From an optimization exercise on the open Yosys and OpenROAD flow, aimed at a short achievable clock period and few clock cycles per item; shortcuts taken in it are not production practice.
In this exercise RTL edits were held to simulation tests only and were not proved equivalent to the original.
Power and IR drop assume default switching activity.

--- design/flow/run.sh ---
#!/bin/bash
# synth_recipe.tcl (not shown) runs the flow's synth.tcl, then flattens the netlist and writes it again
# the make line also repeats each setting of config.mk as NAME=value (left out here)
make -C /OpenROAD-flow-scripts/flow DESIGN_CONFIG=/design/flow/config.mk WORK_HOME=/design/flow/orfs CLKGATE_MAP_FILE= SYNTH_SCRIPT=/design/flow/synth_recipe.tcl finish
--- design/flow/config.mk ---
export PLATFORM = sky130hd
export DESIGN_NAME = f2h_axi_burst_writer
export DESIGN_NICKNAME = f2h_axi_burst_writer
export VERILOG_FILES = /design/flow/design.v
export SDC_FILE = /design/flow/constraint.sdc
export NUM_CORES = 4
export LEC_CHECK = 0
export CAP_MARGIN = 20
export CORE_MARGIN = 2
export CORE_UTILIZATION = 40
export SLEW_MARGIN = 20
--- design/flow/constraint.sdc ---
create_clock -name core_clock -period 5.5 [get_ports {clk}]
set_input_delay 1.1000 -clock core_clock [delete_from_list [all_inputs] [get_ports {clk}]]
set_output_delay 1.1000 -clock core_clock [all_outputs]
set_load 0.01 [all_outputs]
--- design/flow/design.v ---
package f2h_axi_pkg;
    localparam logic [1:0] BURST_INCR  = 2'b01;
    localparam logic [1:0] RESP_OKAY   = 2'b00;
    localparam logic [1:0] RESP_SLVERR = 2'b10;
    localparam logic [1:0] RESP_DECERR = 2'b11;
    typedef enum logic [1:0] {
        IDLE = 2'd0,
        AW   = 2'd1,
        W    = 2'd2,
        B    = 2'd3
    } state_t;
endpackage
module sync_fifo #(
    parameter int WIDTH = 32,
    parameter int DEPTH = 64
) (
    input  logic                     clk,
    input  logic                     reset,
    input  logic                     push,
    input  logic [WIDTH-1:0]         din,
    input  logic                     pop,
    output logic [WIDTH-1:0]         dout,
    output logic [$clog2(DEPTH):0]   count,
    output logic                     full,
    output logic                     empty
);
    localparam int PTR_W = $clog2(DEPTH);
    localparam int CNT_W = PTR_W + 1;
    logic [WIDTH-1:0] mem [DEPTH];
    logic [PTR_W-1:0] wr_ptr_reg;
    logic [PTR_W-1:0] rd_ptr_reg;
    logic [CNT_W-1:0] count_reg;
    logic             do_push;
    logic             do_pop;
    assign do_push = push && !full;
    assign do_pop  = pop && !empty;
    assign full    = (count_reg == CNT_W'(DEPTH));
    assign empty   = (count_reg == '0);
    assign count   = count_reg;
    assign dout    = mem[rd_ptr_reg];
    always_ff @(posedge clk) begin
        if (do_push) begin
            mem[wr_ptr_reg] <= din;
        end
    end
    always_ff @(posedge clk) begin
        if (reset) begin
            wr_ptr_reg <= '0;
            rd_ptr_reg <= '0;
            count_reg  <= '0;
        end else begin
            if (do_push) begin
                wr_ptr_reg <= wr_ptr_reg + PTR_W'(1);
            end
            if (do_pop) begin
                rd_ptr_reg <= rd_ptr_reg + PTR_W'(1);
            end
            case ({do_push, do_pop})
                2'b10:   count_reg <= count_reg + CNT_W'(1);
                2'b01:   count_reg <= count_reg - CNT_W'(1);
                default: count_reg <= count_reg;
            endcase
        end
    end
endmodule
module f2h_axi_burst_writer #(
    parameter int DATA_W     = 32,
    parameter int SAMPLE_W   = 16,
    parameter int BURST_LEN  = 16,
    parameter int FIFO_DEPTH = 64,
    parameter int ID_W       = 8
) (
    input  logic                  clk,
    input  logic                  reset,
    input  logic                  enable,
    input  logic [31:0]           buf_base,
    input  logic [31:0]           buf_bytes,
    input  logic [SAMPLE_W-1:0]   s_data,
    input  logic                  s_valid,
    output logic                  s_ready,
    output logic [ID_W-1:0]       awid,
    output logic [31:0]           awaddr,
    output logic [3:0]            awlen,
    output logic [2:0]            awsize,
    output logic [1:0]            awburst,
    output logic [1:0]            awlock,
    output logic [3:0]            awcache,
    output logic [2:0]            awprot,
    output logic [4:0]            awuser,
    output logic                  awvalid,
    input  logic                  awready,
    output logic [ID_W-1:0]       wid,
    output logic [DATA_W-1:0]     wdata,
    output logic [DATA_W/8-1:0]   wstrb,
    output logic                  wlast,
    output logic                  wvalid,
    input  logic                  wready,
    input  logic [ID_W-1:0]       bid,
    input  logic [1:0]            bresp,
    input  logic                  bvalid,
    output logic                  bready,
    output logic [31:0]           wr_offset,
    output logic [15:0]           wrap_cnt,
    output logic                  err,
    output logic                  busy
);
    localparam int SPB        = DATA_W / SAMPLE_W;
    localparam int IDX_W      = (SPB > 1) ? $clog2(SPB) : 1;
    localparam int CNT_W      = $clog2(FIFO_DEPTH) + 1;
    localparam int BEAT_BYTES = DATA_W / 8;
    localparam logic [2:0] AWSIZE = 3'($clog2(BEAT_BYTES));
    f2h_axi_pkg::state_t              state_reg, state_next;
    logic [DATA_W-1:0]   pack_reg, pack_next, push_data_reg, fifo_dout;
    logic [IDX_W-1:0]    pack_idx_reg;
    logic                push_reg;
    logic [CNT_W-1:0]    fifo_count;
    logic                fifo_full, fifo_empty, fifo_pop;
    logic [4:0]          beat_cnt_reg, burst_beats_reg, start_beats;
    logic [31:0]         wr_offset_reg, offset_adv;
    logic [15:0]         wrap_cnt_reg;
    logic                err_reg;
    logic                sample_fire, pack_last, room_ok, start_full, start_burst;
    logic                flush_pad, w_last;
    assign room_ok     = ({1'b0, fifo_count} + {{CNT_W{1'b0}}, push_reg}) < (CNT_W + 1)'(FIFO_DEPTH);
    assign start_full  = enable && (fifo_count >= CNT_W'(BURST_LEN));
    assign sample_fire = s_valid && s_ready;
    assign pack_last   = (pack_idx_reg == IDX_W'(SPB - 1));
    assign fifo_pop    = (state_reg == f2h_axi_pkg::W) && wready && !fifo_empty;
    assign w_last      = (beat_cnt_reg == burst_beats_reg - 5'd1);
    assign offset_adv  = wr_offset_reg + 32'(burst_beats_reg) * 32'(BEAT_BYTES);
    assign flush_pad   = 1'b0;
    assign s_ready     = enable && !reset && !fifo_full && room_ok;
    assign start_burst = start_full;
    assign start_beats = 5'(BURST_LEN);
    genvar gi;
    generate
        for (gi = 0; gi < SPB; gi++) begin : g_lane
            assign pack_next[gi*SAMPLE_W +: SAMPLE_W] =
                (pack_idx_reg == IDX_W'(gi)) ? s_data : pack_reg[gi*SAMPLE_W +: SAMPLE_W];
        end
    endgenerate
    always_ff @(posedge clk) begin
        if (reset) begin
            pack_reg      <= '0;
            pack_idx_reg  <= '0;
            push_reg      <= 1'b0;
            push_data_reg <= '0;
        end else begin
            push_reg <= 1'b0;
            if (sample_fire) begin
                if (pack_last) begin
                    push_data_reg <= pack_next;
                    pack_reg      <= '0;
                    pack_idx_reg  <= '0;
                    push_reg      <= 1'b1;
                end else begin
                    pack_reg     <= pack_next;
                    pack_idx_reg <= pack_idx_reg + IDX_W'(1);
                end
            end else if (flush_pad) begin
                push_data_reg <= pack_reg;
                pack_reg      <= '0;
                pack_idx_reg  <= '0;
                push_reg      <= 1'b1;
            end
        end
    end
    sync_fifo #(
        .WIDTH (DATA_W),
        .DEPTH (FIFO_DEPTH)
    ) u_fifo (
        .clk   (clk),
        .reset (reset),
        .push  (push_reg),
        .din   (push_data_reg),
        .pop   (fifo_pop),
        .dout  (fifo_dout),
        .count (fifo_count),
        .full  (fifo_full),
        .empty (fifo_empty)
    );
    always_ff @(posedge clk) begin
        if (reset) begin
            state_reg <= f2h_axi_pkg::IDLE;
        end else begin
            state_reg <= state_next;
        end
    end
    always_comb begin
        state_next = state_reg;
        case (state_reg)
            f2h_axi_pkg::IDLE:    if (start_burst)         state_next = f2h_axi_pkg::AW;
            f2h_axi_pkg::AW:      if (awready)             state_next = f2h_axi_pkg::W;
            f2h_axi_pkg::W:       if (fifo_pop && w_last)  state_next = f2h_axi_pkg::B;
            f2h_axi_pkg::B:       if (bvalid)              state_next = f2h_axi_pkg::IDLE;
            default:                          state_next = f2h_axi_pkg::IDLE;
        endcase
    end
    always_comb begin
        awvalid = 1'b0;
        awaddr  = '0;
        awlen   = '0;
        awsize  = '0;
        awburst = '0;
        wvalid  = 1'b0;
        wdata   = '0;
        wstrb   = '0;
        wlast   = 1'b0;
        bready  = 1'b0;
        case (state_reg)
            f2h_axi_pkg::AW: begin
                awvalid = 1'b1;
                awaddr  = buf_base + wr_offset_reg;
                awlen   = 4'(burst_beats_reg - 5'd1);
                awsize  = AWSIZE;
                awburst = f2h_axi_pkg::BURST_INCR;
            end
            f2h_axi_pkg::W: begin
                wvalid = 1'b1;
                wdata  = fifo_dout;
                wstrb  = '1;
                wlast  = w_last;
            end
            f2h_axi_pkg::B:       bready = 1'b1;
            default: ;
        endcase
    end
    always_ff @(posedge clk) begin
        if (reset) begin
            beat_cnt_reg    <= '0;
            burst_beats_reg <= '0;
            wr_offset_reg   <= '0;
            wrap_cnt_reg    <= '0;
            err_reg         <= 1'b0;
        end else begin
            if (state_reg == f2h_axi_pkg::IDLE && start_burst) begin
                burst_beats_reg <= start_beats;
            end
            if (state_reg == f2h_axi_pkg::AW) begin
                beat_cnt_reg <= '0;
            end else if (fifo_pop) begin
                beat_cnt_reg <= beat_cnt_reg + 5'd1;
            end
            if (state_reg == f2h_axi_pkg::B && bvalid) begin
                err_reg <= err_reg | (bresp != f2h_axi_pkg::RESP_OKAY) | (bid != '0);
                if (offset_adv >= buf_bytes) begin
                    wr_offset_reg <= '0;
                    wrap_cnt_reg  <= wrap_cnt_reg + 16'd1;
                end else begin
                    wr_offset_reg <= offset_adv;
                end
            end
        end
    end
    assign awid      = '0;
    assign wid       = '0;
    assign awlock    = 2'b00;
    assign awcache   = 4'b0000;
    assign awprot    = 3'b000;
    assign awuser    = 5'b00000;
    assign wr_offset = wr_offset_reg;
    assign wrap_cnt  = wrap_cnt_reg;
    assign err       = err_reg;
    assign busy      = (state_reg != f2h_axi_pkg::IDLE);
endmodule
==> run notes <==
* Status: timing/DRC/antenna clean
* Gpl congestion at 0.796
* Initial antenna violation count at 8
* Ports at 259
* Peak supply drop at 0.000293 V
* PortBufs at 219
* Drc violations at 0
* Most frequent cell after synthesis: edfxtp_1
* Worst slew pin tran at 1.06 ns
* # setup viols final at 0
* Share of layout cells above drive strength 1 at 0.275
* Final HPWL DP at 125000 µm
* Max reg flops at 2048
* Largest area contributor in the netlist: edfxtp_1
* Main synth FF type: edfxtp_1
* Number of synthesized flops with an enable pin at 2048
* Finished Cell Area at 0.100 mm²
* Netlist Area Pre-Place at 0.0861 mm²
* Post-synthesis register bit count at 2174
* Antenna Nets Post-Route at 0
* CTS tree: yes
* Ys async rst share at 0
* Drt first pass iters at 7
* Ys Warns at 2
* Util after Layout at 0.467
* P&R area growth vs syn at 16.3%
* Startpoint Class: flop
* Via density at 5.63
* Area of the die at 0.219 mm²
* Worst-path clk slew at 0.06 ns
* Syn_area_per_cell at 21.1 µm²
* Total global routing overflow at 0
* Layout Cells excl Fill at 7517
* Die H at 468 µm
* Final period util at 0.976
* Hold-fix buffers, CTS at 0
* Max Slew Vio Count at 0
* Initial Util at 0.402
* Nets at 4663
* Htree depth at 4
* Crit Path Class: flop to primary output
* Sequential area share after synthesis at 0.743
* Root Buffer: clkbuf_16
* Placed cells at 7112
* Clock skew at 0.0245 ns
* Share of the synthesized area in the top cell type at 0.714
* Fmax at 186 MHz
* Global-route wire length before repair at 310000 µm
* WL/cell at 28.6 µm
* Syn Inst Count at 4075
* Crit path DAT at 4.27 ns
* Total number of vias at 42300
* GR Util All Layers at 0.196
* Yosys cell types at 64
* Fin. Hold Viols at 0
* Leak pwr at 0.0284 µW
* Worst setup EP type: primary output
* Vias in the first global route at 42800
* Die Width at 468 µm
* Final WL at 215000 µm
* CTS Buffer Depth at 3
* Latest clock arrival within the worst-skew pair at 0.86 ns
* Worst Hold Class: flop to flop
* Core Region at 0.214 mm²
* FP Rows at 170
* Pwr per Cell Area at 323 mW/mm²
* Pin count of the biggest net entering global routing at 77
* Clock sinks at 2174
* Most frequent cells after synthesis: 2048 x edfxtp_1, 654 x mux4_2, 163 x nor2_1, 130 x clkbuf_1, 128 x nand2_1
* Period minus WS final at 5.37 ns
* Drt first-iter violations at 4678
* Critical path data required time at 4.40 ns
* RSZ-0062 raised after global routing: false
* Max_slew headroom at 0.292
* CTS Buf Count at 217
* # Max-Cap Violations at 0
* DP Area at 0.0933 mm²
* Critical path fanouts, max at 28
* Synth top area cells: edfxtp_1 71%, mux4_2 17%, dfxtp_1 2.9%
layout make-up:
type / count / area [µm²]
Antenna cell: 3 / 7.51
Clock buffer: 283 / 5720
Clock inverter: 115 / 963
Fill cell: 17700 / 114000
Inverter: 49 / 184
Multi-Input combinational cell: 1630 / 21300
Sequential cell: 2174 / 64100
Tap cell: 2838 / 3550
Timing Repair Buffer: 425 / 4330
routing by layer:
| layer | up-vias | global-route usage | wire length, µm |
|---|---|---|---|
| li1 | 17700 | - | - |
| met1 | 22900 | 0.282 | 92600 |
| met2 | 1476 | 0.322 | 106000 |
| met3 | 255 | 0.0261 | 13100 |
| met4 | 0 | 0.0389 | 3260 |
| met5 | - | 0 | 0 |
placed cells by master, fill, tap and decap left out, types with 16 or more instances in the layout:
master	netlist	routed
o211a_1	18	17
nor2_4	0	64
nor3_1	27	27
clkinv_1	0	57
inv_1	49	48
nand2_1	128	128
dfxtp_2	0	19
clkbuf_1	130	62
ha_1	68	67
dfxtp_4	0	19
and2_1	30	30
o21ai_0	67	67
mux2_2	24	24
mux2i_1	30	28
nand2b_1	38	38
edfxtp_1	2048	2048
nand4_1	18	18
nor2b_1	16	16
buf_12	0	41
xnor2_1	33	33
conb_1	1	39
mux4_2	654	654
clkinv_2	0	26
dfxtp_1	126	88
nor3b_1	19	19
xor2_1	30	30
nor2_1	163	98
nand3_1	38	38
clkdlybuf4s50_1	0	217
buf_4	55	162
a21oi_1	78	78
clkbuf_16	0	218
timing repair:
item / in CTS / in global routing
pin swaps: 0 / 0
setup buffers: 4 / 0
resized for setup: 1 / 10
endpoints found under the setup margin: 26 / 14
report_power, final:
| group | total [µW] | leakage [µW] | switching (µW) | internal (µW) |
|---|---|---|---|---|
| clock | 14000 | 0.00325 | 6220 | 7730 |
| combinational | 522 | 0.00734 | 266 | 255 |
| sequential | 17900 | 0.0178 | 24.8 | 17900 |
cell families (layout without fill, tap and decap cells):
group                    count (synthesis)  count (layout)  synth area share
adder cells (fa/ha/maj)                 69              69            0.0101
AND/OR/NAND/NOR                        529             529            0.0297
XOR/XNOR                                63              63           0.00641
flip-flops                            2174            2174             0.743
other                                    1              42         0.0000435
multiplexers                           708             708             0.178
buffers and inverters                  309             872            0.0168
AO/OA/AOI/OAI                          222             222            0.0160
worst paths after layout:
kind              slack, ns                end  cells after the start              from
setup / recovery       0.13           wdata[8]                      9              flop
hold / removal         0.46   push_data_reg[7]                      2       pack_reg[7]
setup reg to reg       0.81  wr_offset_reg[21]                     16  wr_offset_reg[6]
hold reg to reg        0.46   push_data_reg[7]                      2       pack_reg[7]
critical path: stages, from the launching register on:
cell             delay, ns
dfxtp_4               0.38
buf_12                0.14
buf_12                0.14
buf_12                0.23
buf_12                0.29
mux4_2                0.56
mux4_2                0.53
mux2_2                0.32
o211a_1               0.26
clkdlybuf4s50_1       0.50
metrics by stage:
step	setup slack [ns]	hold WS (ns)	setup TNS [ns]	power [µW]
after detailed placement	0.0257	0.446	0	18800
after global placement	-0.0408	0.437	-0.0408	18800
after global routing	0.00328	0.488	0	33300
after CTS	0.0174	0.459	0	32600
final	0.132	0.458	0	32400
after floorplan	1.08	0.425	0	18500
Testbench counts, summed over its fixed seeds: cycles 27,976, items 16,384.

==> static timing again, ports no longer ideal <==
No port has a modelled driver above. Below, the same layout with a new extraction and two added sets of constraints. Step 1 (the two cells are an assumption about what drives the block):
set clk [get_ports {clk}]
set_driving_cell -lib_cell sky130_fd_sc_hd__clkbuf_16 $clk
set_driving_cell -lib_cell sky130_fd_sc_hd__buf_2 [delete_from_list [all_inputs] $clk]
Step 2 also shifts input and output timing later by t, the mid clock arrival at the registers, as if the neighbouring blocks saw the same clock. Three values: no drivers, after step 1, after step 2; two values: the first two.
t (ns): 0.937
setup slack, ns: 0.132 / 0.036 / 0.111
pins driven straight from the clock port: 1
After both steps setup and hold are still met in this run. For this run, drivers alone change the setup slack by -0.096 ns; drivers and shift together by -0.021 ns.
